From an optimization exercise on the open Yosys and OpenROAD flow, aimed at small area; shortcuts taken in it are not production practice. Function was checked by simulation only, so behaviour that the tests miss may differ from the original. Power and IR drop assume default switching activity.

==> module lsq_queue, before the edit <==
module lsq_queue (
    input  logic             clk,
    input  logic             enqueue,
    input  logic [2:0]       tail_idx,
    input  logic [31:0]      d_s,
    input  logic [4:0]       d_a,
    input  logic [31:0]      d_v2,
    input  logic             d_r1,
    input  logic             d_r2,
    input  logic [4:0]       d_rob,
    input  logic [2:0]       d_kind,
    input  logic             cdb0_valid,
    input  logic [4:0]       cdb0_tag,
    input  logic [31:0]      cdb0_value,
    input  logic             cdb1_valid,
    input  logic [4:0]       cdb1_tag,
    input  logic [31:0]      cdb1_value,
    output logic [7:0][31:0] e_s,
    output logic [7:0][4:0]  e_a,
    output logic [7:0][31:0] e_v2,
    output logic [7:0]       e_rdy,
    output logic [7:0][4:0]  e_rob,
    output logic [7:0][2:0]  e_kind
);
    logic [7:0] e_r1;
    logic [7:0] e_r2;
    assign e_rdy = e_r1 & e_r2;
    for (genvar i = 0; i < 8; i++) begin : g_entry
        logic        hit10, hit11, hit20, hit21;
        logic        we, s1, s20, s21, k2;
        logic [31:0] v1, sum;
        logic [4:0]  carry;
        logic [31:0] v2_next, s_next;
        logic [4:0]  a_next;
        logic        c1, k1;
        assign hit10 = !e_r1[i] && cdb0_valid && cdb0_tag == e_a[i];
        assign hit11 = !e_r1[i] && cdb1_valid && cdb1_tag == e_a[i];
        assign hit20 = !e_r2[i] && cdb0_valid && cdb0_tag == e_v2[i][4:0];
        assign hit21 = !e_r2[i] && cdb1_valid && cdb1_tag == e_v2[i][4:0];
        assign we  = enqueue && tail_idx == 3'(i);
        assign s1  = hit10 || hit11;
        assign c1  = !we && s1;
        assign k1  = !we && !s1;
        assign s20 = !we && hit20;
        assign s21 = !we && !hit20 && hit21;
        assign k2  = !we && !hit20 && !hit21;
        assign v1 = hit10 ? cdb0_value : cdb1_value;
        agu agu_inst (
            .a     (e_s[i]),
            .b     (v1),
            .sum   (sum),
            .carry (carry)
        );
        assign s_next = ({32{we}} & d_s) | ({32{c1}} & sum) | ({32{k1}} & e_s[i]);
        assign a_next = ({5{we}} & d_a) | ({5{c1}} & carry) | ({5{k1}} & e_a[i]);
        assign v2_next = ({32{we}} & d_v2) | ({32{s20}} & cdb0_value) |
                         ({32{s21}} & cdb1_value) | ({32{k2}} & e_v2[i]);
        always_ff @(posedge clk) begin
            e_v2[i] <= v2_next;
            e_s[i]  <= s_next;
            e_a[i]  <= a_next;
            if (we) begin
                e_r1[i]   <= d_r1;
                e_r2[i]   <= d_r2;
                e_rob[i]  <= d_rob;
                e_kind[i] <= d_kind;
            end else begin
                if (s1) begin
                    e_r1[i] <= 1'b1;
                end
                if (hit20 || hit21) e_r2[i] <= 1'b1;
            end
        end
    end
endmodule
Settings: LEC_CHECK=0, CAP_MARGIN=20, CORE_MARGIN=2, CORE_UTILIZATION=40, SETUP_SLACK_MARGIN=0.1, SLEW_MARGIN=20; clock period 7.0 ns.
standard.sh (not shown) runs the stock make flow with config.mk's settings and CLKGATE_MAP_FILE= SYNTH_SCRIPT=/design/flow/synth_recipe.tcl, a recipe that flattens the netlist after the stock synthesis.
==> flow/flow/run.sh <==
#!/bin/bash
# The standard layout (the standard.sh), with three changes to how the layout is made:
#  - synthesis is the standard flow's synthesis script with only ABC's mapping script swapped for
#    flow/abc_area.script (area recovery); registers, their names and cell types are unchanged
#  - each port still gets its own buffer, but a buf_1 instead of the resizer's default pick
#  - clock tree synthesis without dummy loads and with larger sink clusters
# ORFS writes each step's full log under orfs/logs/; make's own output goes to standard_flow.log.
set -euo pipefail
W=$PWD
sed 's|^source \$::env(SCRIPTS_DIR)/synth_preamble.tcl$|&\nset abc_args [lreplace $abc_args 1 1 '"$W"'/flow/abc_area.script]|' \
  "$FLOW_HOME/scripts/synth.tcl" > "$W/synth_area.tcl"
grep -q 'flow/abc_area.script' "$W/synth_area.tcl"
sed 's|source \$::env(SCRIPTS_DIR)/synth.tcl|source '"$W"'/synth_area.tcl|' \
  "$W/synth_recipe.tcl" > "$W/synth_recipe_area.tcl"
grep -q 'synth_area.tcl' "$W/synth_recipe_area.tcl"
bash standard.sh \
  "SYNTH_SCRIPT=$W/synth_recipe_area.tcl" \
  'BUFFER_PORTS_ARGS=-buffer_cell sky130_fd_sc_hd__buf_1' \
  'CTS_ARGS=-sink_clustering_enable -repair_clock_nets -dont_use_dummy_load -sink_clustering_size 25 -sink_clustering_max_diameter 80' \
  finish > standard_flow.log 2>&1
==> flow/flow/abc_area.script <==
&get -n
&st
&dch
&nf -R 1000
&put
buffer -c
topo
stime -c
upsize -c
dnsize -c
The starting point completed with no timing, DRC or antenna violations.
Next try:
--- a/flow/design.v
+++ b/flow/design.v
@@ -139,17 +139,13 @@
         logic        we, s1, s20, s21, k2;
         logic [31:0] v1, sum;
         logic [4:0]  carry;
-        logic [31:0] v2_next, s_next;
-        logic [4:0]  a_next;
-        logic        c1, k1;
+        logic [31:0] v2_next;
         assign hit10 = !e_r1[i] && cdb0_valid && cdb0_tag == e_a[i];
         assign hit11 = !e_r1[i] && cdb1_valid && cdb1_tag == e_a[i];
         assign hit20 = !e_r2[i] && cdb0_valid && cdb0_tag == e_v2[i][4:0];
         assign hit21 = !e_r2[i] && cdb1_valid && cdb1_tag == e_v2[i][4:0];
         assign we  = enqueue && tail_idx == 3'(i);
         assign s1  = hit10 || hit11;
-        assign c1  = !we && s1;
-        assign k1  = !we && !s1;
         assign s20 = !we && hit20;
         assign s21 = !we && !hit20 && hit21;
         assign k2  = !we && !hit20 && !hit21;
@@ -160,15 +156,13 @@
             .sum   (sum),
             .carry (carry)
         );
-        assign s_next = ({32{we}} & d_s) | ({32{c1}} & sum) | ({32{k1}} & e_s[i]);
-        assign a_next = ({5{we}} & d_a) | ({5{c1}} & carry) | ({5{k1}} & e_a[i]);
         assign v2_next = ({32{we}} & d_v2) | ({32{s20}} & cdb0_value) |
                          ({32{s21}} & cdb1_value) | ({32{k2}} & e_v2[i]);
         always_ff @(posedge clk) begin
             e_v2[i] <= v2_next;
-            e_s[i]  <= s_next;
-            e_a[i]  <= a_next;
             if (we) begin
+                e_s[i]    <= d_s;
+                e_a[i]    <= d_a;
                 e_r1[i]   <= d_r1;
                 e_r2[i]   <= d_r2;
                 e_rob[i]  <= d_rob;
@@ -176,6 +170,8 @@
             end else begin
                 if (s1) begin
                     e_r1[i] <= 1'b1;
+                    e_s[i]  <= sum;
+                    e_a[i]  <= carry;
                 end
                 if (hit20 || hit21) e_r2[i] <= 1'b1;
             end
Result:
- The changed run went through all stages and came out clean
- maximum frequency hardly moves
- non-clock buffer count falls by 2
- via count shrinks by about 1.9%
- routed wire length hardly moves
- global-route usage goes down by 1.0 points
- power fell by about 28%
- worst setup slack is better by 0.0089 ns
- clock skew rose by 0.024 ns
- combinational power falls by about 50%
- clock power decreases by about 2%

==> afterwards: timing with drivers on the ports <==
In the flow no input, the clock included, has a driving cell. The finished layouts below were timed again as built, in two steps. Step 1: set_driving_cell puts a clkbuf_16 on clk and a buf_2 on each other input, an assumption about the parent block. Step 2, shift: input delay + t, output delay - t, t = (earliest + latest rising clock arrival at the registers) / 2. This alone moves slack from input paths to output paths. Slacks: ideal / step 1 / step 2; pairs: ideal / step 1.
run	shift t [ns]	setup WS [ns]	hold WS [ns]	worst register clock-pin slew, ns	pins driven straight from the clock port
the first run	0.684	0.362 / 0.288 / 0.435	0.438 / 0.438 / 0.438	0.11 / 0.11	1
the second run	0.672	0.371 / 0.304 / 0.304	0.441 / 0.441 / 0.441	0.11 / 0.11	1
After both steps setup and hold are still met in every run listed. For the second run, which loses most, drivers alone change the setup slack by -0.067 ns; drivers and shift together by -0.067 ns.
